Context: an optimization exercise on an open-source flow, tuned for small area and a short achievable clock period. The choices shown serve that exercise and are no tape-out recipe.

// ring_buffer_double_ended_queue
module ring_buffer_double_ended_queue (
  input  logic         clk_i,
  input  logic         rst_ni,
  input  logic         start_i,
  input  logic [34:0]  cmd_i_flat,
  output logic         busy_o,
  output logic         done_o,
  output logic [102:0] result_o_flat
);
Size in the first run: about 1400 cells after synthesis, about 580 flip-flops, roughly 140 I/O pins, ~22000 um^2 of cells after synthesis.
==> module ring_buffer_double_ended_queue, before the edit <==
module ring_buffer_double_ended_queue (
  input  logic         clk_i,
  input  logic         rst_ni,
  input  logic         start_i,
  input  logic [34:0]  cmd_i_flat,
  output logic         busy_o,
  output logic         done_o,
  output logic [102:0] result_o_flat
);
  localparam int unsigned RING = rbdeq_pkg::RING;
  localparam int unsigned W    = rbdeq_pkg::WORD_W;
  rbdeq_pkg::cmd_t cmd_i;
  rbdeq_pkg::res_t result_o;
  assign cmd_i         = rbdeq_pkg::cmd_t'(cmd_i_flat);
  assign result_o_flat = result_o;
  logic [rbdeq_pkg::CNT_W-1:0] count_q, count_d, count_up, count_down;
  logic                        empty_q, one_q, two_q, full_q;
  logic                        empty_d, one_d, two_d, full_d;
  logic [RING-1:0]             head_q, head_d, tail_q, tail_d;
  logic [RING-1:0]             head_prev, head_next, tail_prev, tail_next;
  logic signed [W-1:0]         front_q, front_d, back_q, back_d;
  logic signed [W-1:0]         popped_q, popped_d;
  logic [1:0]                  status_q, status_d;
  logic                        done_q;
  logic signed [W-1:0]         ring_data [RING];
  logic signed [W-1:0]         ring_rdata, ring_wdata;
  logic [RING-1:0]             ring_rsel, ring_we;
  logic accept, three, fifteen, ge2, ge3;
  logic req_pf, req_pb, req_qf, req_qb, req_push, req_pop;
  logic push_f, push_b, pop_f, pop_b, push_ring_f, push_ring_b;
  logic f_pv, f_back, f_ring, f_hold;
  logic b_pv, b_front, b_ring, b_hold;
  assign busy_o = 1'b0;
  assign accept = start_i;
  assign ge2     = !empty_q && !one_q;
  assign ge3     = ge2 && !two_q;
  assign three   = (count_q == 5'd3);
  assign fifteen = (count_q == 5'd15);
  assign req_pf   = accept && (cmd_i.func == rbdeq_pkg::FUNC_PUSH_FRONT);
  assign req_pb   = accept && (cmd_i.func == rbdeq_pkg::FUNC_PUSH_BACK);
  assign req_qf   = accept && (cmd_i.func == rbdeq_pkg::FUNC_POP_FRONT);
  assign req_qb   = accept && (cmd_i.func == rbdeq_pkg::FUNC_POP_BACK);
  assign req_push = accept && (cmd_i.func[2:1] == 2'b00);
  assign req_pop  = accept && (cmd_i.func[2:1] == 2'b01);
  assign push_f   = req_pf && !full_q;
  assign push_b   = req_pb && !full_q;
  assign pop_f    = req_qf && !empty_q;
  assign pop_b    = req_qb && !empty_q;
  assign head_prev = {head_q[0], head_q[RING-1:1]};
  assign head_next = {head_q[RING-2:0], head_q[RING-1]};
  assign tail_prev = {tail_q[0], tail_q[RING-1:1]};
  assign tail_next = {tail_q[RING-2:0], tail_q[RING-1]};
  for (genvar i = 0; i < RING; i++) begin : g_ring
    rbdeq_cell u_cell (
      .clk_i  (clk_i),
      .we_i   (ring_we[i]),
      .wdata_i(ring_wdata),
      .data_o (ring_data[i])
    );
  end
  assign ring_rsel = cmd_i.func[0] ? tail_prev : head_q;
  always_comb begin
    ring_rdata = '0;
    for (int i = 0; i < RING; i++) begin
      ring_rdata = ring_rdata | (ring_rsel[i] ? ring_data[i] : '0);
    end
  end
  assign push_ring_f = ge2 && !full_q && req_pf;
  assign push_ring_b = ge2 && !full_q && req_pb;
  assign ring_wdata  = cmd_i.func[0] ? back_q : front_q;
  assign ring_we     = ({RING{push_ring_f}} & head_prev) | ({RING{push_ring_b}} & tail_q);
  always_comb begin
    head_d = head_q;
    tail_d = tail_q;
    if (push_ring_f)         head_d = head_prev;
    if (req_qf && ge3)       head_d = head_next;
    if (push_ring_b)         tail_d = tail_next;
    if (req_qb && ge3)       tail_d = tail_prev;
  end
  assign f_pv    = push_f || (req_pb && empty_q);
  assign f_back  = req_qf && two_q;
  assign f_ring  = req_qf && ge3;
  assign f_hold  = !empty_q && !push_f && !req_qf && !(req_qb && one_q);
  assign b_pv    = push_b || (req_pf && empty_q);
  assign b_front = req_qb && two_q;
  assign b_ring  = req_qb && ge3;
  assign b_hold  = !empty_q && !push_b && !req_qb && !(req_qf && one_q);
  assign front_d = ({W{f_pv}} & cmd_i.push_value) | ({W{f_back}} & back_q) |
                   ({W{f_ring}} & ring_rdata) | ({W{f_hold}} & front_q);
  assign back_d  = ({W{b_pv}} & cmd_i.push_value) | ({W{b_front}} & front_q) |
                   ({W{b_ring}} & ring_rdata) | ({W{b_hold}} & back_q);
  for (genvar i = 0; i < rbdeq_pkg::CNT_W; i++) begin : g_step
    if (i == 0) begin : g_lsb
      assign count_up[i]   = !count_q[0];
      assign count_down[i] = !count_q[0];
    end else begin : g_bit
      assign count_up[i]   = count_q[i] ^ (&count_q[i-1:0]);
      assign count_down[i] = count_q[i] ^ !(|count_q[i-1:0]);
    end
  end
  always_comb begin
    count_d  = count_q;
    status_d = rbdeq_pkg::ST_DONE;
    popped_d = '0;
    if (push_f || push_b) count_d = count_up;
    if (pop_f || pop_b)   count_d = count_down;
    if (pop_f || pop_b) popped_d = ring_wdata;
    if (req_push && full_q)  status_d = rbdeq_pkg::ST_FULL;
    if (req_pop && empty_q)  status_d = rbdeq_pkg::ST_EMPTY;
  end
  assign empty_d = (empty_q && !req_push) || (one_q && req_pop);
  assign one_d   = (empty_q && req_push) || (one_q && !req_push && !req_pop) || (two_q && req_pop);
  assign two_d   = (one_q && req_push) || (two_q && !req_push && !req_pop) || (three && req_pop);
  assign full_d  = (full_q && !req_pop) || (fifteen && req_push);
  always_ff @(posedge clk_i or negedge rst_ni) begin
    if (!rst_ni) begin
      count_q <= '0;
      empty_q <= 1'b1;
      one_q   <= 1'b0;
      two_q   <= 1'b0;
      full_q  <= 1'b0;
      done_q  <= 1'b0;
      head_q  <= RING'(1);
      tail_q  <= RING'(1);
    end else begin
      count_q <= count_d;
      empty_q <= empty_d;
      one_q   <= one_d;
      two_q   <= two_d;
      full_q  <= full_d;
      done_q  <= accept;
      head_q  <= head_d;
      tail_q  <= tail_d;
    end
  end
  always_ff @(posedge clk_i) begin
    front_q  <= front_d;
    back_q   <= back_d;
    popped_q <= popped_d;
    status_q <= status_d;
  end
  assign done_o                = done_q;
  assign result_o.popped_value = popped_q;
  assign result_o.status       = status_q;
  assign result_o.count_after  = 5'(count_q);
  assign result_o.first_value  = front_q;
  assign result_o.last_value   = back_q;
endmodule
Settings: LEC_CHECK=0, CAP_MARGIN=0, CORE_MARGIN=2, CORE_UTILIZATION=60, CTS_BUF_LIST=sky130_fd_sc_hd__clkbuf_16, CTS_CLUSTER_DIAMETER=60, CTS_CLUSTER_SIZE=25, SETUP_SLACK_MARGIN=2.8, SLEW_MARGIN=0; clock period 5.0 ns.
standard.sh (not shown) runs the stock make flow with config.mk's settings and CLKGATE_MAP_FILE= SYNTH_SCRIPT=/design/flow/synth_recipe.tcl, a recipe that flattens the netlist after the stock synthesis.
==> flow/flow/run.sh <==
#!/bin/bash
# Layout flow: the standard ORFS flow (standard.sh), unchanged except that the
# port buffers are plain sky130 buf_2 cells instead of the delay-cell buffers that
# buffer_ports picks by default.
set -euo pipefail
export BUFFER_PORTS_ARGS="-buffer_cell sky130_fd_sc_hd__buf_2"
bash standard.sh > standard_flow.log 2>&1
Rerun with:
--- a/flow/design.v
+++ b/flow/design.v
@@ -49,13 +49,13 @@
   localparam int unsigned RING = rbdeq_pkg::RING;
   localparam int unsigned W    = rbdeq_pkg::WORD_W;
   rbdeq_pkg::cmd_t cmd_i;
   rbdeq_pkg::res_t result_o;
   assign cmd_i         = rbdeq_pkg::cmd_t'(cmd_i_flat);
   assign result_o_flat = result_o;
-  logic [rbdeq_pkg::CNT_W-1:0] count_q, count_d, count_up, count_down;
+  logic [rbdeq_pkg::CNT_W-1:0] count_q, count_d;
   logic                        empty_q, one_q, two_q, full_q;
   logic                        empty_d, one_d, two_d, full_d;
   logic [RING-1:0]             head_q, head_d, tail_q, tail_d;
   logic [RING-1:0]             head_prev, head_next, tail_prev, tail_next;
   logic signed [W-1:0]         front_q, front_d, back_q, back_d;
   logic signed [W-1:0]         popped_q, popped_d;
@@ -125,27 +125,18 @@
   assign b_ring  = req_qb && ge3;
   assign b_hold  = !empty_q && !push_b && !req_qb && !(req_qf && one_q);
   assign front_d = ({W{f_pv}} & cmd_i.push_value) | ({W{f_back}} & back_q) |
                    ({W{f_ring}} & ring_rdata) | ({W{f_hold}} & front_q);
   assign back_d  = ({W{b_pv}} & cmd_i.push_value) | ({W{b_front}} & front_q) |
                    ({W{b_ring}} & ring_rdata) | ({W{b_hold}} & back_q);
-  for (genvar i = 0; i < rbdeq_pkg::CNT_W; i++) begin : g_step
-    if (i == 0) begin : g_lsb
-      assign count_up[i]   = !count_q[0];
-      assign count_down[i] = !count_q[0];
-    end else begin : g_bit
-      assign count_up[i]   = count_q[i] ^ (&count_q[i-1:0]);
-      assign count_down[i] = count_q[i] ^ !(|count_q[i-1:0]);
-    end
-  end
   always_comb begin
     count_d  = count_q;
     status_d = rbdeq_pkg::ST_DONE;
     popped_d = '0;
-    if (push_f || push_b) count_d = count_up;
-    if (pop_f || pop_b)   count_d = count_down;
+    if (push_f || push_b) count_d = count_q + 1'b1;
+    if (pop_f || pop_b)   count_d = count_q - 1'b1;
     if (pop_f || pop_b) popped_d = ring_wdata;
     if (req_push && full_q)  status_d = rbdeq_pkg::ST_FULL;
     if (req_pop && empty_q)  status_d = rbdeq_pkg::ST_EMPTY;
   end
   assign empty_d = (empty_q && !req_push) || (one_q && req_pop);
   assign one_d   = (empty_q && req_push) || (one_q && !req_push && !req_pop) || (two_q && req_pop);
What happened: The new run produced a clean layout. Setup slack got worse by 0.093 ns. Flip-flop and latch count is unchanged. Hold slack gets worse by 0.012 ns. Design area rose by about 5%. Global-route usage grows by 4.3 points. Synthesized area is about the same.
Function was not checked in any run of this note: the RTL went through the layout flow alone.

[separate check: timing with driven ports]
The flow's constraints put no driver on any port. The routed layouts listed below were extracted and timed again, unchanged, in two steps. Step 1, drivers: a clkbuf_16 drives clk_i and a buf_2 each remaining input, both assumed. Step 2 also shifts input and output timing later by t, the mid clock arrival at the registers, as if the neighbouring blocks saw the same clock. Slacks: no drivers / after step 1 / after step 2; pairs: no drivers / after step 1.
run	t, ns	setup slack, ns	worst setup path at the end	latest minus earliest clock arrival (ns)
the first run	0.631	2.749 / 2.756 / 2.126	input to register	0.030 / 0.029
the second run	0.601	2.656 / 2.577 / 1.976	input to register	0.032 / 0.032
After both steps every run listed still meets setup and hold. For the second run, which loses most, drivers alone change the setup slack by -0.079 ns; drivers and shift together by -0.680 ns.
